From an optimization exercise on the open Yosys and OpenROAD flow, aimed at small area, a short achievable clock period and few clock cycles; shortcuts taken in it are not production practice. Only simulation tests tie the RTL to the original design; equivalence was not proved. Power is estimated from default activity; no workload was simulated.

--- config.mk ---
export PLATFORM = sky130hd
export DESIGN_NAME = pe_top
export DESIGN_NICKNAME = pe_top
export VERILOG_FILES = /design/flow/design.v
export SDC_FILE = /design/flow/constraint.sdc
export NUM_CORES = 4
export LEC_CHECK = 0
export CAP_MARGIN = 20
export CORE_MARGIN = 2
export CORE_UTILIZATION = 40
export SLEW_MARGIN = 20
--- constraint.sdc ---
create_clock -name core_clock -period 7.0 [get_ports {CLK}]
set_input_delay 1.4000 -clock core_clock [delete_from_list [all_inputs] [get_ports {CLK}]]
set_output_delay 1.4000 -clock core_clock [all_outputs]
set_load 0.01 [all_outputs]
--- design.v ---
package pe_pkg;
  typedef logic signed [8-1:0]  opnd_t;     
  typedef logic signed [16-1:0]  prod_t;     
  typedef logic signed [32-1:0]   acc_t;      
  typedef logic signed [19-1:0]   pe_out_t;   
  typedef logic        [5-1:0] shift_t;    
  typedef struct packed {
    opnd_t   a;           
    opnd_t   b;           
    pe_out_t d;           
    logic    propagate;   
    shift_t  shift;       
  } pe_req_t;
  typedef struct packed {
    prod_t   prod_s;      
    prod_t   prod_c;      
    pe_out_t d;           
    logic    propagate;
    shift_t  shift;       
  } prod_beat_t;
  typedef struct packed {
    acc_t    drain_s;     
    acc_t    drain_c;     
    shift_t  shift;       
  } drain_beat_t;
endpackage
`timescale 1ns/10ps
module mac_pp
(
  input  logic [7:0]  a,
  input  logic [7:0]  b,
  output logic [46:0] pp
);
  logic pp_0_0;
  assign pp_0_0 = a[0] & b[0];
  logic pp_0_1;
  assign pp_0_1 = a[0] & b[1];
  logic pp_0_2;
  assign pp_0_2 = a[0] & b[2];
  logic pp_0_3;
  assign pp_0_3 = a[0] & b[3];
  logic pp_0_4;
  assign pp_0_4 = a[0] & b[4];
  logic pp_0_5;
  assign pp_0_5 = a[0] & b[5];
  logic pp_0_6;
  assign pp_0_6 = a[0] & b[6];
  logic pp_0_7;
  assign pp_0_7 = ~(a[0] & b[7]);
  logic pp_1_0;
  assign pp_1_0 = a[1] & b[0];
  logic pp_1_1;
  assign pp_1_1 = a[1] & b[1];
  logic pp_1_2;
  assign pp_1_2 = a[1] & b[2];
  logic pp_1_3;
  assign pp_1_3 = a[1] & b[3];
  logic pp_1_4;
  assign pp_1_4 = a[1] & b[4];
  logic pp_1_5;
  assign pp_1_5 = a[1] & b[5];
  logic pp_1_6;
  assign pp_1_6 = a[1] & b[6];
  logic pp_1_7;
  assign pp_1_7 = ~(a[1] & b[7]);
  logic pp_2_0;
  assign pp_2_0 = a[2] & b[0];
  logic pp_2_1;
  assign pp_2_1 = a[2] & b[1];
  logic pp_2_2;
  assign pp_2_2 = a[2] & b[2];
  logic pp_2_3;
  assign pp_2_3 = a[2] & b[3];
  logic pp_2_4;
  assign pp_2_4 = a[2] & b[4];
  logic pp_2_5;
  assign pp_2_5 = a[2] & b[5];
  logic pp_2_6;
  assign pp_2_6 = a[2] & b[6];
  logic pp_2_7;
  assign pp_2_7 = ~(a[2] & b[7]);
  logic pp_3_0;
  assign pp_3_0 = a[3] & b[0];
  logic pp_3_1;
  assign pp_3_1 = a[3] & b[1];
  logic pp_3_2;
  assign pp_3_2 = a[3] & b[2];
  logic pp_3_3;
  assign pp_3_3 = a[3] & b[3];
  logic pp_3_4;
  assign pp_3_4 = a[3] & b[4];
  logic pp_3_5;
  assign pp_3_5 = a[3] & b[5];
  logic pp_3_6;
  assign pp_3_6 = a[3] & b[6];
  logic pp_3_7;
  assign pp_3_7 = ~(a[3] & b[7]);
  logic pp_4_0;
  assign pp_4_0 = a[4] & b[0];
  logic pp_4_1;
  assign pp_4_1 = a[4] & b[1];
  logic pp_4_2;
  assign pp_4_2 = a[4] & b[2];
  logic pp_4_3;
  assign pp_4_3 = a[4] & b[3];
  logic pp_4_4;
  assign pp_4_4 = a[4] & b[4];
  logic pp_4_5;
  assign pp_4_5 = a[4] & b[5];
  logic pp_4_6;
  assign pp_4_6 = a[4] & b[6];
  logic pp_4_7;
  assign pp_4_7 = ~(a[4] & b[7]);
  logic pp_5_0;
  assign pp_5_0 = a[5] & b[0];
  logic pp_5_1;
  assign pp_5_1 = a[5] & b[1];
  logic pp_5_2;
  assign pp_5_2 = a[5] & b[2];
  logic pp_5_3;
  assign pp_5_3 = a[5] & b[3];
  logic pp_5_4;
  assign pp_5_4 = a[5] & b[4];
  logic pp_5_5;
  assign pp_5_5 = a[5] & b[5];
  logic pp_5_6;
  assign pp_5_6 = a[5] & b[6];
  logic pp_5_7;
  assign pp_5_7 = ~(a[5] & b[7]);
  logic pp_6_0;
  assign pp_6_0 = a[6] & b[0];
  logic pp_6_1;
  assign pp_6_1 = a[6] & b[1];
  logic pp_6_2;
  assign pp_6_2 = a[6] & b[2];
  logic pp_6_3;
  assign pp_6_3 = a[6] & b[3];
  logic pp_6_4;
  assign pp_6_4 = a[6] & b[4];
  logic pp_6_5;
  assign pp_6_5 = a[6] & b[5];
  logic pp_6_6;
  assign pp_6_6 = a[6] & b[6];
  logic pp_6_7;
  assign pp_6_7 = ~(a[6] & b[7]);
  logic pp_7_0;
  assign pp_7_0 = ~(a[7] & b[0]);
  logic pp_7_1;
  assign pp_7_1 = ~(a[7] & b[1]);
  logic pp_7_2;
  assign pp_7_2 = ~(a[7] & b[2]);
  logic pp_7_3;
  assign pp_7_3 = ~(a[7] & b[3]);
  logic pp_7_4;
  assign pp_7_4 = ~(a[7] & b[4]);
  logic pp_7_5;
  assign pp_7_5 = ~(a[7] & b[5]);
  logic pp_7_6;
  assign pp_7_6 = ~(a[7] & b[6]);
  logic pp_7_7;
  assign pp_7_7 = a[7] & b[7];
  logic zs0;
  logic zc0;
  assign zs0 = pp_0_6 ^ pp_1_5;
  assign zc0 = pp_0_6 & pp_1_5;
  logic zs1;
  logic zc1;
  assign zs1 = pp_0_7 ^ pp_1_6 ^ pp_2_5;
  assign zc1 = (pp_0_7 & pp_1_6) | (pp_0_7 & pp_2_5) | (pp_1_6 & pp_2_5);
  logic zs2;
  logic zc2;
  assign zs2 = pp_1_7 ^ pp_2_6 ^ pp_3_5;
  assign zc2 = (pp_1_7 & pp_2_6) | (pp_1_7 & pp_3_5) | (pp_2_6 & pp_3_5);
  logic zs3;
  logic zc3;
  assign zs3 = pp_2_7 ^ pp_3_6;
  assign zc3 = pp_2_7 & pp_3_6;
  logic zs4;
  logic zc4;
  assign zs4 = pp_0_4 ^ pp_1_3;
  assign zc4 = pp_0_4 & pp_1_3;
  logic zs5;
  logic zc5;
  assign zs5 = pp_0_5 ^ pp_1_4 ^ pp_2_3;
  assign zc5 = (pp_0_5 & pp_1_4) | (pp_0_5 & pp_2_3) | (pp_1_4 & pp_2_3);
  logic zs6;
  logic zc6;
  assign zs6 = zs0 ^ pp_2_4 ^ pp_3_3;
  assign zc6 = (zs0 & pp_2_4) | (zs0 & pp_3_3) | (pp_2_4 & pp_3_3);
  logic zs7;
  logic zc7;
  assign zs7 = zc0 ^ zs1 ^ pp_3_4;
  assign zc7 = (zc0 & zs1) | (zc0 & pp_3_4) | (zs1 & pp_3_4);
  logic zs8;
  logic zc8;
  assign zs8 = pp_4_3 ^ pp_5_2;
  assign zc8 = pp_4_3 & pp_5_2;
  logic zs9;
  logic zc9;
  assign zs9 = zc1 ^ zs2 ^ pp_4_4;
  assign zc9 = (zc1 & zs2) | (zc1 & pp_4_4) | (zs2 & pp_4_4);
  logic zs10;
  logic zc10;
  assign zs10 = pp_5_3 ^ pp_6_2 ^ pp_7_1;
  assign zc10 = (pp_5_3 & pp_6_2) | (pp_5_3 & pp_7_1) | (pp_6_2 & pp_7_1);
  logic zs11;
  logic zc11;
  assign zs11 = zc2 ^ zs3 ^ pp_4_5;
  assign zc11 = (zc2 & zs3) | (zc2 & pp_4_5) | (zs3 & pp_4_5);
  logic zs12;
  logic zc12;
  assign zs12 = pp_5_4 ^ pp_6_3;
  assign zc12 = pp_5_4 & pp_6_3;
  logic zs13;
  logic zc13;
  assign zs13 = zc3 ^ pp_3_7 ^ pp_4_6;
  assign zc13 = (zc3 & pp_3_7) | (zc3 & pp_4_6) | (pp_3_7 & pp_4_6);
  logic zs14;
  logic zc14;
  assign zs14 = pp_5_5 ^ pp_6_4;
  assign zc14 = pp_5_5 & pp_6_4;
  logic zs15;
  logic zc15;
  assign zs15 = pp_4_7 ^ pp_5_6 ^ pp_6_5;
  assign zc15 = (pp_4_7 & pp_5_6) | (pp_4_7 & pp_6_5) | (pp_5_6 & pp_6_5);
  logic zs16;
  logic zc16;
  assign zs16 = pp_0_3 ^ pp_1_2;
  assign zc16 = pp_0_3 & pp_1_2;
  logic zs17;
  logic zc17;
  assign zs17 = zs4 ^ pp_2_2 ^ pp_3_1;
  assign zc17 = (zs4 & pp_2_2) | (zs4 & pp_3_1) | (pp_2_2 & pp_3_1);
  logic zs18;
  logic zc18;
  assign zs18 = zc4 ^ zs5 ^ pp_3_2;
  assign zc18 = (zc4 & zs5) | (zc4 & pp_3_2) | (zs5 & pp_3_2);
  logic zs19;
  logic zc19;
  assign zs19 = zc5 ^ zs6 ^ pp_4_2;
  assign zc19 = (zc5 & zs6) | (zc5 & pp_4_2) | (zs6 & pp_4_2);
  logic zs20;
  logic zc20;
  assign zs20 = zc6 ^ zs7 ^ zs8;
  assign zc20 = (zc6 & zs7) | (zc6 & zs8) | (zs7 & zs8);
  logic zs21;
  logic zc21;
  assign zs21 = zc7 ^ zc8 ^ zs9;
  assign zc21 = (zc7 & zc8) | (zc7 & zs9) | (zc8 & zs9);
  logic zs22;
  logic zc22;
  assign zs22 = zc9 ^ zc10 ^ zs11;
  assign zc22 = (zc9 & zc10) | (zc9 & zs11) | (zc10 & zs11);
  logic zs23;
  logic zc23;
  assign zs23 = zc11 ^ zc12 ^ zs13;
  assign zc23 = (zc11 & zc12) | (zc11 & zs13) | (zc12 & zs13);
  logic zs24;
  logic zc24;
  assign zs24 = zc13 ^ zc14 ^ zs15;
  assign zc24 = (zc13 & zc14) | (zc13 & zs15) | (zc14 & zs15);
  logic zs25;
  logic zc25;
  assign zs25 = zc15 ^ pp_5_7 ^ pp_6_6;
  assign zc25 = (zc15 & pp_5_7) | (zc15 & pp_6_6) | (pp_5_7 & pp_6_6);
  assign pp[0] = pp_0_0;
  assign pp[1] = pp_0_1;
  assign pp[2] = pp_1_0;
  assign pp[3] = pp_0_2;
  assign pp[4] = pp_1_1;
  assign pp[5] = pp_2_0;
  assign pp[6] = zs16;
  assign pp[7] = pp_2_1;
  assign pp[8] = pp_3_0;
  assign pp[9] = zc16;
  assign pp[10] = zs17;
  assign pp[11] = pp_4_0;
  assign pp[12] = zc17;
  assign pp[13] = zs18;
  assign pp[14] = pp_4_1;
  assign pp[15] = pp_5_0;
  assign pp[16] = zc18;
  assign pp[17] = zs19;
  assign pp[18] = pp_5_1;
  assign pp[19] = pp_6_0;
  assign pp[20] = zc19;
  assign pp[21] = zs20;
  assign pp[22] = pp_6_1;
  assign pp[23] = pp_7_0;
  assign pp[24] = zc20;
  assign pp[25] = zs21;
  assign pp[26] = zs10;
  assign pp[27] = 1'b1;
  assign pp[28] = zc21;
  assign pp[29] = zs22;
  assign pp[30] = zs12;
  assign pp[31] = pp_7_2;
  assign pp[32] = zc22;
  assign pp[33] = zs23;
  assign pp[34] = zs14;
  assign pp[35] = pp_7_3;
  assign pp[36] = zc23;
  assign pp[37] = zs24;
  assign pp[38] = pp_7_4;
  assign pp[39] = zc24;
  assign pp[40] = zs25;
  assign pp[41] = pp_7_5;
  assign pp[42] = zc25;
  assign pp[43] = pp_6_7;
  assign pp[44] = pp_7_6;
  assign pp[45] = pp_7_7;
  assign pp[46] = 1'b1;
endmodule
module mac_acc
(
  input  logic [46:0] pp,
  input  logic [31:0] base,
  output logic [31:0] y
);
  logic ys0;
  logic yc0;
  assign ys0 = pp[12] ^ pp[13];
  assign yc0 = pp[12] & pp[13];
  logic ys1;
  logic yc1;
  assign ys1 = pp[16] ^ pp[17] ^ pp[18];
  assign yc1 = (pp[16] & pp[17]) | (pp[16] & pp[18]) | (pp[17] & pp[18]);
  logic ys2;
  logic yc2;
  assign ys2 = pp[20] ^ pp[21] ^ pp[22];
  assign yc2 = (pp[20] & pp[21]) | (pp[20] & pp[22]) | (pp[21] & pp[22]);
  logic ys3;
  logic yc3;
  assign ys3 = pp[24] ^ pp[25] ^ pp[26];
  assign yc3 = (pp[24] & pp[25]) | (pp[24] & pp[26]) | (pp[25] & pp[26]);
  logic ys4;
  logic yc4;
  assign ys4 = pp[28] ^ pp[29] ^ pp[30];
  assign yc4 = (pp[28] & pp[29]) | (pp[28] & pp[30]) | (pp[29] & pp[30]);
  logic ys5;
  logic yc5;
  assign ys5 = pp[32] ^ pp[33] ^ pp[34];
  assign yc5 = (pp[32] & pp[33]) | (pp[32] & pp[34]) | (pp[33] & pp[34]);
  logic ys6;
  logic yc6;
  assign ys6 = pp[36] ^ pp[37];
  assign yc6 = pp[36] & pp[37];
  logic ys7;
  logic yc7;
  assign ys7 = pp[39] ^ pp[40];
  assign yc7 = pp[39] & pp[40];
  logic ys8;
  logic yc8;
  assign ys8 = pp[42] ^ pp[43];
  assign yc8 = pp[42] & pp[43];
  logic ys9;
  logic yc9;
  assign ys9 = pp[3] ^ pp[4];
  assign yc9 = pp[3] & pp[4];
  logic ys10;
  logic yc10;
  assign ys10 = pp[6] ^ pp[7] ^ pp[8];
  assign yc10 = (pp[6] & pp[7]) | (pp[6] & pp[8]) | (pp[7] & pp[8]);
  logic ys11;
  logic yc11;
  assign ys11 = pp[9] ^ pp[10] ^ pp[11];
  assign yc11 = (pp[9] & pp[10]) | (pp[9] & pp[11]) | (pp[10] & pp[11]);
  logic ys12;
  logic yc12;
  assign ys12 = ys0 ^ pp[14] ^ pp[15];
  assign yc12 = (ys0 & pp[14]) | (ys0 & pp[15]) | (pp[14] & pp[15]);
  logic ys13;
  logic yc13;
  assign ys13 = yc0 ^ ys1 ^ pp[19];
  assign yc13 = (yc0 & ys1) | (yc0 & pp[19]) | (ys1 & pp[19]);
  logic ys14;
  logic yc14;
  assign ys14 = yc1 ^ ys2 ^ pp[23];
  assign yc14 = (yc1 & ys2) | (yc1 & pp[23]) | (ys2 & pp[23]);
  logic ys15;
  logic yc15;
  assign ys15 = yc2 ^ ys3 ^ pp[27];
  assign yc15 = (yc2 & ys3) | (yc2 & pp[27]) | (ys3 & pp[27]);
  logic ys16;
  logic yc16;
  assign ys16 = yc3 ^ ys4 ^ pp[31];
  assign yc16 = (yc3 & ys4) | (yc3 & pp[31]) | (ys4 & pp[31]);
  logic ys17;
  logic yc17;
  assign ys17 = yc4 ^ ys5 ^ pp[35];
  assign yc17 = (yc4 & ys5) | (yc4 & pp[35]) | (ys5 & pp[35]);
  logic ys18;
  logic yc18;
  assign ys18 = yc5 ^ ys6 ^ pp[38];
  assign yc18 = (yc5 & ys6) | (yc5 & pp[38]) | (ys6 & pp[38]);
  logic ys19;
  logic yc19;
  assign ys19 = yc6 ^ ys7 ^ pp[41];
  assign yc19 = (yc6 & ys7) | (yc6 & pp[41]) | (ys7 & pp[41]);
  logic ys20;
  logic yc20;
  assign ys20 = yc7 ^ ys8 ^ pp[44];
  assign yc20 = (yc7 & ys8) | (yc7 & pp[44]) | (ys8 & pp[44]);
  logic ys21;
  logic yc21;
  assign ys21 = yc8 ^ pp[45];
  assign yc21 = yc8 & pp[45];
  logic ys22;
  logic yc22;
  assign ys22 = pp[1] ^ pp[2];
  assign yc22 = pp[1] & pp[2];
  logic ys23;
  logic yc23;
  assign ys23 = ys9 ^ pp[5] ^ base[2];
  assign yc23 = (ys9 & pp[5]) | (ys9 & base[2]) | (pp[5] & base[2]);
  logic ys24;
  logic yc24;
  assign ys24 = yc9 ^ ys10 ^ base[3];
  assign yc24 = (yc9 & ys10) | (yc9 & base[3]) | (ys10 & base[3]);
  logic ys25;
  logic yc25;
  assign ys25 = yc10 ^ ys11 ^ base[4];
  assign yc25 = (yc10 & ys11) | (yc10 & base[4]) | (ys11 & base[4]);
  logic ys26;
  logic yc26;
  assign ys26 = yc11 ^ ys12 ^ base[5];
  assign yc26 = (yc11 & ys12) | (yc11 & base[5]) | (ys12 & base[5]);
  logic ys27;
  logic yc27;
  assign ys27 = yc12 ^ ys13 ^ base[6];
  assign yc27 = (yc12 & ys13) | (yc12 & base[6]) | (ys13 & base[6]);
  logic ys28;
  logic yc28;
  assign ys28 = yc13 ^ ys14 ^ base[7];
  assign yc28 = (yc13 & ys14) | (yc13 & base[7]) | (ys14 & base[7]);
  logic ys29;
  logic yc29;
  assign ys29 = yc14 ^ ys15 ^ base[8];
  assign yc29 = (yc14 & ys15) | (yc14 & base[8]) | (ys15 & base[8]);
  logic ys30;
  logic yc30;
  assign ys30 = yc15 ^ ys16 ^ base[9];
  assign yc30 = (yc15 & ys16) | (yc15 & base[9]) | (ys16 & base[9]);
  logic ys31;
  logic yc31;
  assign ys31 = yc16 ^ ys17 ^ base[10];
  assign yc31 = (yc16 & ys17) | (yc16 & base[10]) | (ys17 & base[10]);
  logic ys32;
  logic yc32;
  assign ys32 = yc17 ^ ys18 ^ base[11];
  assign yc32 = (yc17 & ys18) | (yc17 & base[11]) | (ys18 & base[11]);
  logic ys33;
  logic yc33;
  assign ys33 = yc18 ^ ys19 ^ base[12];
  assign yc33 = (yc18 & ys19) | (yc18 & base[12]) | (ys19 & base[12]);
  logic ys34;
  logic yc34;
  assign ys34 = yc19 ^ ys20 ^ base[13];
  assign yc34 = (yc19 & ys20) | (yc19 & base[13]) | (ys20 & base[13]);
  logic ys35;
  logic yc35;
  assign ys35 = yc20 ^ ys21 ^ base[14];
  assign yc35 = (yc20 & ys21) | (yc20 & base[14]) | (ys21 & base[14]);
  logic ys36;
  logic yc36;
  assign ys36 = yc21 ^ pp[46] ^ base[15];
  assign yc36 = (yc21 & pp[46]) | (yc21 & base[15]) | (pp[46] & base[15]);
  logic [15:0] r0, r1;
  logic [16:0] lo;
  assign r0 = {yc35, yc34, yc33, yc32, yc31, yc30, yc29, yc28, yc27, yc26, yc25, yc24, yc23, yc22, ys22, pp[0]};
  assign r1 = {ys36, ys35, ys34, ys33, ys32, ys31, ys30, ys29, ys28, ys27, ys26, ys25, ys24, ys23, base[1], base[0]};
  assign lo = {1'b0, r0} + {1'b0, r1};
  logic [1:0] kc;
  assign kc = {yc36, lo[16]};
  logic k0, k2;
  assign k0 = (kc == '0);
  always_comb begin
    k2 = 1'b0;
    for (int i = 0; i < 2; i++)
      for (int j = i + 1; j < 2; j++)
        k2 = k2 | (kc[i] & kc[j]);
  end
  logic [15:0] hi_inc, hi_dec, hi;
  assign hi_inc = base[31:16] + 16'd1;
  assign hi_dec = base[31:16] - 16'd1;
  assign hi = k2 ? hi_inc : (k0 ? hi_dec : base[31:16]);
  assign y = {hi, lo[15:0]};
endmodule
`timescale 1ns/10ps
module round_sat_stage
(
  input  logic signed [31:0] x,
  input  logic [4:0]         shift,
  output logic [18:0]        y,        
  output logic               up        
);
  logic [32:0] x0;
  logic [34:0] t16;
  logic [26:0] t8;
  logic [22:0] t4;
  logic [20:0] t2;
  logic [19:0] t1;
  logic        sticky;
  logic [13:0] above;      
  logic        hi_ok;      
  logic        rnd;
  logic [18:0] q;
  always_comb begin
    x0 = {x, 1'b0};
    for (int i = 0; i < 35; i++)
      t16[i] = shift[4] ? ((i + 16 < 33) ? x0[i+16] : x[31]) : ((i < 33) ? x0[i] : x[31]);
    for (int i = 0; i < 27; i++) t8[i] = shift[3] ? t16[i+8] : t16[i];
    for (int i = 0; i < 23; i++) t4[i] = shift[2] ? t8[i+4]  : t8[i];
    for (int i = 0; i < 21; i++) t2[i] = shift[1] ? t4[i+2]  : t4[i];
    for (int i = 0; i < 20; i++) t1[i] = shift[0] ? t2[i+1]  : t2[i];
    q = t1[19:1];
    sticky = (shift[4] && (|x0[15:0])) || (shift[3] && (|t16[7:0])) ||
             (shift[2] && (|t8[3:0]))  || (shift[1] && (|t4[1:0])) ||
             (shift[0] && t2[0]);
    above[13] = 1'b0;
    for (int k = 12; k >= 0; k--) above[k] = above[k+1] | (x[18+k] ^ x[31]);
    hi_ok = (shift >= 5'd14) ? 1'b1 : !above[shift[3:0]];
    rnd = t1[0] && (sticky || t1[1]);
    if (!hi_ok) begin
      y  = x[31] ? 19'h40000 : 19'h3ffff;
      up = 1'b0;
    end else begin
      y  = q;
      up = rnd && (q != 19'h3ffff);
    end
  end
endmodule
`timescale 1ns/10ps
module pe_top
(
  input  logic    CLK,
  input  logic    rst_n,
  input  logic    req_valid,
  output logic    req_ready,
  input  pe_pkg::opnd_t   req_a,
  input  pe_pkg::opnd_t   req_b,
  input  pe_pkg::pe_out_t req_d,
  input  logic    req_propagate,
  input  pe_pkg::shift_t  req_shift,
  output logic    res_valid,
  input  logic    res_ready,
  output pe_pkg::pe_out_t res
);
  localparam int PPW = 47;
  logic        v0;
  logic [PPW-1:0] pp0;      
  logic [PPW-1:0] pp_in;
  logic [18:0] d0;
  logic        f0;           
  logic [4:0]  s0;
  logic        last_prop;
  logic [31:0] acc;
  logic [18:0] pre;
  logic [18:0] res_q;        
  logic        up_q;
  logic        slot;         
  logic        adv;          
  logic [31:0] base;
  logic [31:0] sum;
  logic [18:0] rs_y;
  logic        rs_up;
  assign slot      = !res_valid || res_ready;
  assign adv       = v0 && slot;
  assign req_ready = !v0 || slot;
  always_ff @(posedge CLK or negedge rst_n) begin
    if (!rst_n) begin
      v0        <= 1'b0;
      last_prop <= 1'b0;
    end else if (req_ready) begin
      v0 <= req_valid;
      if (req_valid) last_prop <= req_propagate;
    end
  end
  always_ff @(posedge CLK) begin
    if (req_ready) begin
      pp0 <= pp_in;
      d0 <= req_d;
      f0 <= req_propagate ^ last_prop;
      s0 <= req_shift;
    end
  end
  mac_pp pp_i (
    .a  (req_a),
    .b  (req_b),
    .pp (pp_in)
  );
  assign base = f0 ? {{13{pre[18]}}, pre} : acc;
  mac_acc mac_i (
    .pp   (pp0),
    .base (base),
    .y    (sum)
  );
  round_sat_stage round_i (
    .x     (acc),
    .shift (s0),
    .y     (rs_y),
    .up    (rs_up)
  );
  always_ff @(posedge CLK or negedge rst_n) begin
    if (!rst_n) begin
      acc       <= '0;
      pre       <= '0;
      res_valid <= 1'b0;
    end else begin
      if (slot) res_valid <= v0;
      if (adv) begin
        acc <= sum;
        pre <= d0;
      end
    end
  end
  always_ff @(posedge CLK) begin
    if (slot) begin
      res_q <= f0 ? rs_y : pre;
      up_q  <= f0 && rs_up;
    end
  end
  assign res = res_q + 19'(up_q);
endmodule
--- run.sh ---
#!/bin/bash
# synth_recipe.tcl (not shown) runs the flow's synth.tcl, then flattens the netlist and writes it again
# the make line also repeats each setting of config.mk as NAME=value (left out here)
make -C /OpenROAD-flow-scripts/flow DESIGN_CONFIG=/design/flow/config.mk WORK_HOME=/design/flow/orfs CLKGATE_MAP_FILE= SYNTH_SCRIPT=/design/flow/synth_recipe.tcl finish
==> run_results.csv, run 1 <==
group,metric,value,unit
place,placed_cells,1432,
cells_and_area,final_nets,1239,
min_path,hp-class,"reg2reg",
timing,fmax,202.1,MHz
detailed_routing,via_count,8092,
power_and_ir_drop,ir_drop,0.2375,mV
yosys,synth_cell_type_count,66,
worst_setup_path,cp-start-kind,"register",
yosys,synth-seq-cells,144,
worst_setup_path,worst-setup-path-type,"reg2reg",
cells_and_area,nFillCells,2549,
die,die_h,169.5,um
worst_setup_path,cp_max_fo,18,
global_routing,gr-usage-all-layers,19.44,%
global_routing,antenna_found_initial,0,
flow_run,maxCapViolCount,0,
clock_network,clk_path_buf_depth,2,
detailed_routing,drt-total-wl,26980,um
timing,finalSetupViolCount,0,
timing,tns,0,ns
power_and_ir_drop,pwr-share-seq,27.5,%
timing,holdWs,0.4382,ns
cells_and_area,register_area,0.004054,sq mm
detailed_routing,drc,0,
cells_and_area,final_cells,1464,
power_and_ir_drop,swShare,43.74,%
worst_setup_path,end_kind,"register",
place,dpl_cell_area,0.01183,sq mm
power_and_ir_drop,clkPwrFrac,17.8,%
yosys,ys_seq_area_share,37.01,%
yosys,syn_avg_cell_area,10.12,sq um
cells_and_area,multi_input_area,0.006335,sq mm
clock_network,clock-sinks,144,
cells_and_area,fin_area,0.01244,sq mm
power_and_ir_drop,power_density,436.0,mW/mm^2
clock_network,clock_latency,0.43,ns
clock_network,cts_root_buf,"clkbuf_16",
yosys,synth_ff_type,"edfxtp_1",
timing,max_slew.worst_pin.slew,1.064,ns
detailed_routing,post_drt_wl_per_cell,18.43,um
timing,hold_viol,0,
cells_and_area,drive_gt1_share,11.93,%
power_and_ir_drop,p_int,3.051,mW
timing,fin_crit_sh,70.67,%
detailed_routing,drt_iter0_drc,738,
cells_and_area,diodes,0,
timing,finalClockSkew,0.01223,ns
yosys,syn_nets,1211,
clock_network,cts_tree,"done",
detailed_routing,drt-pass1-iter-count,5,
timing,slew_headroom,29.09,%
die,fp.dieW,169.5,um
detailed_routing,postRouteAntennaNets,0,
yosys,async_flop_share,37.50,%
worst_setup_path,crit_arrival,5.22,ns
clock_network,postCtsHoldBufs,0,
power_and_ir_drop,p_leak,5.166,nW
die,num_io_pins,66,
power_and_ir_drop,p_total,5.423,mW
timing,maxSlewViolCount,0,
global_routing,grt_pass1_vias,7819,
clock_network,cts_buffers,17,
global_routing,grt_pass1_wl,43210,um
die,dieArea,0.02872,sq mm
clock_network,cts_setup_buffers,0,
place,hpwl,19790,um
die,initial_core_util,40.64,%
outcome,run_status,"complete, no violations",
yosys,postSynthCellCount,1082,
timing,rsz0062_at_grt,"false",
die,num_rows,60,
yosys,synthesis.area,0.01095,sq mm
place,routabilityCongestion,0.8640,
place,portBuffers,65,
yosys,yosys_warnings,3,
global_routing,overflow,0,
detailed_routing,viasPerCell,5.527,
power_and_ir_drop,switchingPower,2.372,mW
yosys,synth_edf_count,90,
worst_setup_path,cp_data_required_time,7.27,ns
power_and_ir_drop,comb_power_share,54.6,%
clock_network,clk_pin_slew,0.06,ns
die,core_area,0.02695,sq mm
timing,period_minus_slack,4.947,ns
clock_network,h-tree-depth,4,
cells_and_area,syn2layout_area_growth,13.55,%
global_routing,grt_max_degree,68,
clock_network,cts_resized,0,
-- area by class of cell --
cell class	count	area share, %
clock buffers	19	3.481
inverters	74	2.233
flip-flops and latches	144	32.60
clock inverters	13	1.408
repair buffers	77	5.916
multi-input cells	796	50.94
well taps	341	3.431
-- synthesized netlist by cell type, types with 7 or more instances --
| library cell | count | area [sq um] |
|---|---|---|
| buf_1 | 7 | 26.28 |
| nand2_1 | 172 | 645.6 |
| a21oi_1 | 29 | 145.1 |
| edfxtp_1 | 90 | 2703 |
| a211oi_1 | 11 | 82.58 |
| xor2_1 | 10 | 87.58 |
| nor3_1 | 18 | 90.09 |
| nor2_1 | 43 | 161.4 |
| mux2i_1 | 63 | 630.6 |
| nand2b_1 | 13 | 81.33 |
| nand4_1 | 17 | 106.4 |
| mux2_2 | 39 | 439.2 |
| nor2b_1 | 14 | 87.58 |
| ha_1 | 36 | 450.4 |
| o211ai_1 | 8 | 60.06 |
| dfrtp_1 | 54 | 1351 |
| and3_1 | 11 | 68.82 |
| buf_2 | 14 | 70.07 |
| o21ai_0 | 43 | 215.2 |
| mux4_2 | 25 | 563.0 |
| xnor2_1 | 22 | 192.7 |
| inv_1 | 72 | 270.3 |
| clkbuf_1 | 43 | 161.4 |
| nand3_1 | 24 | 120.1 |
| a31o_2 | 10 | 87.58 |
| fa_1 | 48 | 960.9 |
| or2_2 | 8 | 50.05 |
| and2_1 | 49 | 306.5 |
-- worst paths after layout --
path / from / end / slack, ns / depth (start not counted)
worst max-delay path: mac_i.pp[32] / acc[21] / 2.05 / 11
worst min-delay path: d0[1] / pre[1] / 0.44 / 2
worst max register to register: mac_i.pp[32] / acc[21] / 2.05 / 11
worst min register to register: d0[1] / pre[1] / 0.44 / 2
max in group asynchronous: rst_n / pre[17] / 5.40 / 2
min in group asynchronous: rst_n / acc[28] / 1.11 / 2
-- state kept, by name (all words and copies together), names as in the netlist --
| register | count |
|---|---|
| acc | 32 |
| d0 | 19 |
| f0 | 1 |
| last_prop | 1 |
| mac_i.pp | 45 |
| pre | 19 |
| res_q | 19 |
| res_valid | 1 |
| s0 | 5 |
| up_q | 1 |
| v0 | 1 |
-- per-layer routing --
metal	vias up	GRT usage, %	share of wire (%)
li1	3896	-	-
met1	3936	27.00	45
met2	214	30.93	48
met3	46	2.962	4.4
met4	0	7.209	2.6
met5	-	0	0
-- power groups by stage --
stage / clock [mW] / sequential [mW] / combinational [mW]
after floorplan: 0 / 1.28 / 2.42
after global placement: 0 / 1.49 / 2.91
after detailed placement: 0 / 1.50 / 2.95
after CTS: 0.986 / 1.48 / 2.97
after global routing: 1.02 / 1.52 / 3.31
final: 0.967 / 1.49 / 2.96
-- critical path, cell delays in order (launching register included) --
cell and delay [ns]:
edfxtp_1 0.40, fa_1 0.46, fa_1 0.57, fa_1 0.43
ha_1 0.40, o21a_1 0.14, o21ai_0 0.14, a211oi_1 0.59
a21o_1 0.64, mux2_2 0.44, mux2i_2 0.41, o211ai_1 0.16
-- logic make-up (layout without fill, tap and decap cells) --
family / after synthesis / after routing / synth area share, %
buffers and inverters: 142 / 183 / 5.232
adders and majority gates: 84 / 84 / 12.89
DFF: 144 / 144 / 37.01
and+or+nand+nor: 393 / 393 / 17.26
AOI/OAI and AO/OA: 159 / 159 / 10.02
xor gates and xnor gates: 32 / 32 / 2.559
muxes: 128 / 128 / 15.03
-- through the flow --
stage / util [%] / setup WS, ns
final: 46.15 / 2.053
after detailed placement: 43.89 / 2.107
after floorplan: - / 2.147
after CTS: 46.15 / 2.051
after global routing: 46.15 / 1.785
after global placement: 43.89 / 2.232
-- layout by cell type, fill, tap and decap left out, drive strengths merged, types with 22 or more instances in the layout --
cell type      instances
clkdlybuf4s50         64
o21ai                 43
fa                    48
ha                    36
dfrtp                 54
mux2i                 64
xnor2                 22
mux4                  25
nand3                 24
nand2                172
inv                   79
edfxtp                90
and2                  49
mux2                  39
nor2                  43
a21oi                 29
Testbench counts, summed over its fixed seeds: cycles 12,016.
==> run 2: changes to the inputs <==
--- a/config.mk
+++ b/config.mk
@@ -5,7 +5,9 @@
 export SDC_FILE = /design/flow/constraint.sdc
 export NUM_CORES = 4
 export LEC_CHECK = 0
+export ABC_CLOCK_PERIOD_IN_PS = 3300
 export CAP_MARGIN = 20
 export CORE_MARGIN = 2
 export CORE_UTILIZATION = 40
+export SETUP_SLACK_MARGIN = 3.8
 export SLEW_MARGIN = 20
==> run_results.csv, run 2 <==
group,metric,value,unit
worst_setup_path,path_common_cell,"fa_1",
worst_setup_path,reg2reg_slack,2.98,ns
timing,maxSlewViolCount,0,
cells_and_area,drive_gt1_share,22.75,%
flow_run,maxCapViolCount,0,
yosys,synth_ff_type,"edfxtp_1",
worst_setup_path,worst-setup-path-type,"reg2reg",
global_routing,grt_pass1_wl,44460,um
global_routing,grt_pass1_vias,8111,
die,initial_core_util,40.64,%
clock_network,clk_pin_slew,0.07,ns
place,routabilityCongestion,0.8428,
yosys,synthesis.area,0.01095,sq mm
clock_network,clk_path_buf_depth,2,
worst_setup_path,cp-start-kind,"register",
worst_setup_path,r2r_cells,12,
worst_setup_path,path_delay_family,"adder cells",
worst_setup_path,r2r-end,"acc[29]",
worst_setup_path,cp-startpoint,"mac_i.pp[30]",
yosys,synth-seq-cells,144,
die,num_rows,60,
cells_and_area,largest_reg_flops,45,
yosys,ys_top_cells_by_count,"nand2_1 (172), edfxtp_1 (90), inv_1 (72)",
die,fp.dieW,169.5,um
worst_setup_path,end_kind,"register",
yosys,syn_nets,1211,
cells_and_area,nFillCells,2450,
yosys,syn_avg_cell_area,10.12,sq um
clock_network,h-tree-depth,4,
cells_and_area,layout_commonest_cell,"nand2_1",
detailed_routing,via_count,8268,
worst_setup_path,path_depth,12,
die,num_io_pins,66,
worst_setup_path,crit_arrival,4.39,ns
yosys,synth_edf_count,90,
clock_network,clock-sinks,144,
outcome,run_status,"complete, no violations",
power_and_ir_drop,p_leak,5.469,nW
die,core_area,0.02695,sq mm
clock_network,cts_root_buf,"clkbuf_16",
detailed_routing,route.met2.wl,13240,um
global_routing,grt_max_degree,83,
detailed_routing,post_drt_wl_per_cell,18.37,um
timing,tns,0,ns
yosys,yosys_warnings,3,
worst_setup_path,cp_max_fo,4,
worst_setup_path,crit_buf_inv,1,
timing,rsz0062_at_grt,"true",
timing,finalSetupViolCount,0,
timing,timing.final.ws_setup,2.982,ns
global_routing,overflow,0,
worst_setup_path,cp_data_required_time,7.37,ns
detailed_routing,postRouteAntennaNets,0,
clock_network,cts_buffers,17,
cells_and_area,fin_util,48.88,%
clock_network,clock_latency,0.44,ns
yosys,synthTopCellsByArea,"edfxtp_1 (25%), dfrtp_1 (12%), fa_1 (8.8%)",
cells_and_area,diodes,0,
timing,period_minus_slack,4.018,ns
global_routing,gr-usage-all-layers,19.78,%
worst_setup_path,cpPeakStageDelay,0.56,ns
timing,fmax,248.9,MHz
power_and_ir_drop,ir_drop,0.2726,mV
timing,finalClockSkew,0.01070,ns
cells_and_area,syn2layout_area_growth,20.26,%
power_and_ir_drop,power_density,468.7,mW/mm^2
die,dieArea,0.02872,sq mm
worst_setup_path,endpoint,"acc[29]",
detailed_routing,wl_met1,12840,um
timing,hold_viol,0,
detailed_routing,drc,0,
cells_and_area,final_cell_mix,"nand2_1 (169), edfxtp_1 (90), inv_1 (69)",
timing,fin_crit_sh,57.40,%
min_path,hp-class,"reg2reg",
detailed_routing,drt_iter0_drc,598,
global_routing,antenna_found_initial,1,
yosys,synthMostInstantiatedCell,"nand2_1",
yosys,synth.top_cell.area_share,24.67,%
detailed_routing,viasPerCell,5.490,
cells_and_area,final_nets,1281,
worst_setup_path,path_cells,"fa_1, fa_1, fa_1, ha_4, a211oi_2, nand3_1, a41o_4, a21o_4, buf_12, mux2_4, or4_1, nand4_1",
yosys,synth_cell_type_count,66,
clock_network,cts_tree,"done",
worst_setup_path,reg2reg_from,"mac_i.pp[30]",
timing,max_slew.worst_pin.slew,0.9905,ns
timing,slew_headroom,33.97,%
detailed_routing,drt-total-wl,27670,um
die,die_h,169.5,um
yosys,postSynthCellCount,1082,
yosys,async_flop_share,37.50,%
yosys,ys_seq_area_share,37.01,%
detailed_routing,top_layer,"met4",
place,post-place-ws,2.385,ns
detailed_routing,drt-pass1-iter-count,5,
yosys,synth_top_area_cell,"edfxtp_1",
detailed_routing,wl_met3,1173,um
worst_setup_path,cp_slowest_cell,"fa_1",
place,portBuffers,65,
place,hpwl,19460,um
[run 2: changes by cell type in the layout (fill, tap and decap cells not counted), sizes merged]
cell / before / now
buf: 13 / 72
bufinv: 3 / 1
clkbuf: 19 / 21
clkdlybuf4s50: 64 / 37
clkinv: 1 / 5
clkinvlp: 4 / 2
dlygate4sd2: 0 / 6
inv: 79 / 81
[run 2: cell families after synthesis]
| logic type | count (synthesis) | share of synthesized area, % |
|---|---|---|
| mux | 128 | 15.03 |
| simple gates | 393 | 17.26 |
| buf+inv | 142 | 5.232 |
| flops | 144 | 37.01 |
| compound gates | 159 | 10.02 |
| fa+ha+maj | 84 | 12.89 |
| xor+xnor | 32 | 2.559 |
[run 2: per-layer routing]
layer	up-vias	track usage [%]
met4	0	5.425
li1	3980	-
met1	4060	27.98
met2	202	31.94
met3	26	2.822
met5	-	0
[run 2: power breakdown]
| part | internal (mW) | switching [mW] | leakage, nW |
|---|---|---|---|
| clock | 0.509 | 0.426 | 0.288 |
| sequential | 1.14 | 0.363 | 1.57 |
| combinational | 1.81 | 1.93 | 3.61 |
[run 2: worst min-delay path by stage]
stage | start | slack (ns) | end | cells after the start
floorplan | d0[0] | 0.41 | pre[0] | 2
global placement | d0[1] | 0.42 | pre[1] | 2
detailed placement | d0[17] | 0.43 | pre[17] | 2
CTS | d0[17] | 0.45 | pre[17] | 2
global route | d0[17] | 0.46 | pre[17] | 2
finish | d0[17] | 0.44 | pre[17] | 2
[run 2: area by class of cell]
cell class / count / area (sq um) / share of cell area (%)
clock buffers: 17 / 425.4 / 3.229
flip-flops and latches: 144 / 4054 / 30.78
well taps: 341 / 426.7 / 3.239
multi-input cells: 796 / 6797 / 51.60
clock inverters: 15 / 171.4 / 1.301
repair buffers: 119 / 1016 / 7.713
inverters: 74 / 282.8 / 2.147
[run 2: stage by stage]
stage	cells	area, sq um	hold WS, ns	power (mW)
2_1_floorplan	1082	11270	0.4146	4.110
3_3_place_gp	1430	12060	0.4225	4.792
3_5_place_dp	1430	12060	0.4284	4.839
4_1_cts	1490	12950	0.4463	6.070
5_1_grt	1506	13170	0.4620	6.644
6_report	1506	13170	0.4427	6.174
[run 2: timing repair]
action,CTS,global route
cloned,0,0
pin swaps,29,21
setup endpoints to repair,97,59
gates resized for setup,106,46
hold buffers,0,0
setup buffers,28,16
[run 2: worst register-to-register path: stages, from the launching register on]
cell      delay (ns)
edfxtp_1        0.40
fa_1            0.56
fa_1            0.44
fa_1            0.55
ha_4            0.22
a211oi_2        0.20
nand3_1         0.12
a41o_4          0.28
a21o_4          0.23
buf_12          0.13
mux2_4          0.32
or4_1           0.40
nand4_1         0.10
==> run 3: changes to the inputs <==
--- a/design.v
+++ b/design.v
@@ -314,8 +314,10 @@
 module mac_acc
 (
   input  logic [46:0] pp,
-  input  logic [31:0] base,
-  output logic [31:0] y
+  input  logic [15:0] base,
+  output logic [15:0] y,
+  output logic        inc,
+  output logic        dec
 );
   logic ys0;
   logic yc0;
@@ -480,11 +482,9 @@
       for (int j = i + 1; j < 2; j++)
         k2 = k2 | (kc[i] & kc[j]);
   end
-  logic [15:0] hi_inc, hi_dec, hi;
-  assign hi_inc = base[31:16] + 16'd1;
-  assign hi_dec = base[31:16] - 16'd1;
-  assign hi = k2 ? hi_inc : (k0 ? hi_dec : base[31:16]);
-  assign y = {hi, lo[15:0]};
+  assign y = lo[15:0];
+  assign inc = k2;
+  assign dec = k0;
 endmodule
 `timescale 1ns/10ps
 module round_sat_stage
@@ -554,14 +554,21 @@
   logic        f0;           
   logic [4:0]  s0;
   logic        last_prop;
-  logic [31:0] acc;
+  logic [15:0] acc_lo;
+  logic [15:0] acc_hi;       
+  logic        acc_inc;      
+  logic        acc_dec;      
+  logic [15:0] hi_res;       
+  logic [31:0] acc;          
   logic [18:0] pre;
   logic [18:0] res_q;        
   logic        up_q;
   logic        slot;         
   logic        adv;          
   logic [31:0] base;
-  logic [31:0] sum;
+  logic [15:0] sum_lo;
+  logic        sum_inc;
+  logic        sum_dec;
   logic [18:0] rs_y;
   logic        rs_up;
   assign slot      = !res_valid || res_ready;
@@ -589,11 +596,24 @@
     .b  (req_b),
     .pp (pp_in)
   );
+  always_comb begin
+    logic ones, zeros;
+    ones  = 1'b1;
+    zeros = 1'b1;
+    for (int i = 0; i < 16; i++) begin
+      hi_res[i] = acc_hi[i] ^ ((acc_inc && ones) || (acc_dec && zeros));
+      ones  = ones && acc_hi[i];
+      zeros = zeros && !acc_hi[i];
+    end
+  end
+  assign acc  = {hi_res, acc_lo};
   assign base = f0 ? {{13{pre[18]}}, pre} : acc;
   mac_acc mac_i (
     .pp   (pp0),
-    .base (base),
-    .y    (sum)
+    .base (base[15:0]),
+    .y    (sum_lo),
+    .inc  (sum_inc),
+    .dec  (sum_dec)
   );
   round_sat_stage round_i (
     .x     (acc),
@@ -603,13 +623,19 @@
   );
   always_ff @(posedge CLK or negedge rst_n) begin
     if (!rst_n) begin
-      acc       <= '0;
+      acc_lo    <= '0;
+      acc_hi    <= '0;
+      acc_inc   <= 1'b0;
+      acc_dec   <= 1'b0;
       pre       <= '0;
       res_valid <= 1'b0;
     end else begin
       if (slot) res_valid <= v0;
       if (adv) begin
-        acc <= sum;
+        acc_lo  <= sum_lo;
+        acc_hi  <= base[31:16];
+        acc_inc <= sum_inc;
+        acc_dec <= sum_dec;
         pre <= d0;
       end
     end
--- a/config.mk
+++ b/config.mk
@@ -5,9 +5,8 @@
 export SDC_FILE = /design/flow/constraint.sdc
 export NUM_CORES = 4
 export LEC_CHECK = 0
-export ABC_CLOCK_PERIOD_IN_PS = 3300
 export CAP_MARGIN = 20
 export CORE_MARGIN = 2
 export CORE_UTILIZATION = 40
-export SETUP_SLACK_MARGIN = 3.8
+export SETUP_SLACK_MARGIN = 3.3
 export SLEW_MARGIN = 20
==> run_results.csv, run 3 <==
group,metric,value,unit
yosys,synthesis.area,0.01095,sq mm
detailed_routing,drt_iter0_drc,816,
global_routing,use_met3,2.659,%
timing,finalClockSkew,0.01716,ns
yosys,synth_edf_count,90,
clock_network,clock_latency,0.43,ns
min_path,hp-class,"reg2reg",
worst_setup_path,end_kind,"register",
global_routing,grt_busiest_layer,"met2",
yosys,ys_seq_area_share,37.48,%
timing,hold_viol,0,
yosys,async_flop_share,38.36,%
power_and_ir_drop,pwr-share-seq,24.6,%
global_routing,met2_usage,35.62,%
yosys,yosys_warnings,3,
yosys,synth_cell_type_count,75,
worst_setup_path,crit_buf_inv,1,
power_and_ir_drop,comb_power_share,60.2,%
global_routing,grt_pass1_wl,47900,um
worst_setup_path,worst-setup-path-type,"reg2reg",
timing,timing.final.ws_setup,3.073,ns
clock_network,cts_root_buf,"clkbuf_16",
die,dieArea,0.02872,sq mm
cells_and_area,largest_reg_flops,45,
die,core_area,0.02695,sq mm
clock_network,cts_buffers,17,
worst_setup_path,cp-start-kind,"register",
place,portBuffers,65,
outcome,run_status,"complete, no violations",
worst_setup_path,cp_slowest_cell,"mux4_2",
clock_network,cts_tree,"done",
power_and_ir_drop,p_int,3.435,mW
global_routing,grt_max_degree,67,
timing,slew_headroom,27.69,%
yosys,synth_ff_type,"edfxtp_1",
timing,fmax,254.6,MHz
timing,maxSlewViolCount,0,
detailed_routing,post_drt_wl_per_cell,19.92,um
global_routing,gr-usage-all-layers,21.52,%
worst_setup_path,cp_max_fo,7,
cells_and_area,final_cell_mix,"edfxtp_1 (90), nand2_1 (78), buf_4 (63)",
power_and_ir_drop,p_leak,5.392,nW
yosys,synth.top_cell.area_share,24.68,%
yosys,postSynthCellCount,1105,
worst_setup_path,crit_arrival,4.11,ns
place,post-place-ws,2.161,ns
clock_network,clock-sinks,146,
detailed_routing,postRouteAntennaNets,0,
power_and_ir_drop,ir_drop,0.2059,mV
detailed_routing,viasPerCell,5.852,
clock_network,clk_pin_slew,0.07,ns
timing,holdWs,0.4747,ns
cells_and_area,syn2layout_area_growth,22.43,%
detailed_routing,drt-pass1-iter-count,6,
yosys,synth-seq-cells,146,
place,hpwl,21570,um
die,num_rows,60,
timing,period_minus_slack,3.927,ns
worst_setup_path,path_cells,"buf_4, nor4_2, nand4_1, mux2_4, or2_4, mux4_2, mux2_4, mux2_4, mux2_4, and3_4, a211o_1",
power_and_ir_drop,switchingPower,2.579,mW
yosys,syn_nets,1232,
cells_and_area,final_nets,1320,
cells_and_area,layout_commonest_cell,"edfxtp_1",
detailed_routing,via_count,9053,
timing,finalSetupViolCount,0,
power_and_ir_drop,swShare,42.89,%
timing,rsz0062_at_grt,"true",
yosys,syn_avg_cell_area,9.910,sq um
global_routing,overflow,0,
die,die_h,169.5,um
detailed_routing,drc,0,
global_routing,grt_util_met1,29.04,%
timing,tns,0,ns
die,initial_core_util,40.63,%
power_and_ir_drop,clkPwrFrac,15.2,%
global_routing,antenna_found_initial,0,
power_and_ir_drop,power_density,448.6,mW/mm^2
clock_network,postCtsHoldBufs,0,
die,fp.dieW,169.5,um
worst_setup_path,reg2reg_slack,3.07,ns
cells_and_area,nFillCells,2427,
place,routabilityCongestion,0.8922,
worst_setup_path,cp_data_required_time,7.18,ns
clock_network,clk_path_buf_depth,2,
cells_and_area,diodes,0,
yosys,synthMostInstantiatedCell,"edfxtp_1",
timing,fin_crit_sh,56.10,%
yosys,synthTopCellsByArea,"edfxtp_1 (25%), dfrtp_1 (13%), fa_1 (8.8%)",
clock_network,h-tree-depth,4,
detailed_routing,drt-total-wl,30810,um
cells_and_area,drive_gt1_share,22.39,%
yosys,ys_top_cells_by_count,"edfxtp_1 (90), nand2_1 (79), inv_1 (66)",
timing,max_slew.worst_pin.slew,1.085,ns
global_routing,grt_pass1_vias,8666,
worst_setup_path,cpPeakStageDelay,0.49,ns
flow_run,maxCapViolCount,0,
die,num_io_pins,66,
worst_setup_path,path_delay_family,"multiplexers",
yosys,synth_top_area_cell,"edfxtp_1",
worst_setup_path,path_common_cell,"mux2_4",
run 3: cell count changes after synthesis, sizes merged, moves of 12 or more:
cell    delta
a21oi     +35
clkbuf    +14
mux2      +15
mux2i     -37
mux4      -22
nand2     -93
nor2      +19
nor3      +12
run 3: worst paths after layout:
kind	from	end	cells after the start
setup / recovery	acc_hi[7]	res_q[5]	11
hold / removal	d0[2]	pre[2]	1
setup reg to reg	acc_hi[7]	res_q[5]	11
hold reg to reg	d0[2]	pre[2]	1
max in group asynchronous	rst_n	acc_hi[0]	2
min in group asynchronous	rst_n	acc_hi[4]	2
run 3: area by class of cell:
type	count	area [sq um]	area share, %
Timing Repair inverter	1	5.005	0.03733
Clock inverter	13	146.4	1.092
Timing Repair Buffer	139	1244	9.277
Tap cell	341	426.7	3.182
Multi-Input combinational cell	821	6777	50.55
Inverter	67	255.2	1.904
Sequential cell	146	4120	30.73
Clock buffer	19	432.9	3.229
run 3: kinds of logic after synthesis:
family / Yosys count / synth area share, %
AOI/OAI and AO/OA: 241 / 14.67
xor gates and xnor gates: 48 / 3.839
adders and majority gates: 82 / 12.66
buffers and inverters: 138 / 4.913
DFF: 146 / 37.48
muxes: 84 / 8.672
and+or+nand+nor: 366 / 17.77
run 3: power groups by stage:
stage | clock, mW | sequential, mW | combinational (mW)
after floorplan | 0 | 1.31 | 2.31
after global placement | 0 | 1.51 | 2.83
after detailed placement | 0 | 1.52 | 2.85
after CTS | 0.933 | 1.48 | 3.18
after global routing | 0.964 | 1.52 | 3.99
final | 0.915 | 1.48 | 3.62
run 3: repair_timing:
item                                    CTS  global route
buffers inserted                         31            28
resized for setup                        91            70
pin swaps                                16            29
endpoints found under the setup margin   67            58
gates cloned                              5             1
run 3: stage by stage:
step / total power, mW / std cells / utilization, % / cell area, sq um
2_1_floorplan: 3.618 / 1105 / - / 10970
3_3_place_gp: 4.340 / 1450 / 43.89 / 11830
3_5_place_dp: 4.371 / 1450 / 43.89 / 11830
4_1_cts: 5.594 / 1518 / 48.01 / 12940
5_1_grt: 6.470 / 1547 / 49.74 / 13410
6_report: 6.014 / 1547 / 49.74 / 13410
run 3: metal layers:
metal,routed length [um],up-vias
met3,1711,80
li1,-,4208
met4,981,0
met2,14790,354
met1,13330,4411
met5,0,-
Testbench counts of run 3, summed over its fixed seeds: cycles 12,016.

-- afterwards: timing with drivers on the ports --
The results above use ideal ports. As a check the final layouts listed here were re-extracted and re-timed, cells and wires unchanged. Step 1 sets driving cells, clkbuf_16 on the clock port and buf_2 on the other inputs (assumed; they add their load-dependent delay and slew). Step 2 moves the port delays by t, midway between the first and last clock arrival at a register: inputs arrive t later, outputs are due t later. That takes back most of the time a late clock gives input paths. Slacks: no drivers / after step 1 / after step 2; pairs: no drivers / after step 1.
| run | t, ns | setup slack, ns | hold slack, ns |
|---|---|---|---|
| run 1 | 0.475 | 2.053 / 2.053 / 2.053 | 0.438 / 0.438 / 0.438 |
| run 2 | 0.476 | 2.982 / 2.982 / 2.982 | 0.443 / 0.443 / 0.443 |
| run 3 | 0.466 | 3.073 / 3.073 / 3.000 | 0.475 / 0.475 / 0.475 |
After both steps every run listed still meets setup and hold. The setup slack of run 3, which loses most, moves by 0.000 ns with the drivers and by -0.073 ns with both steps.
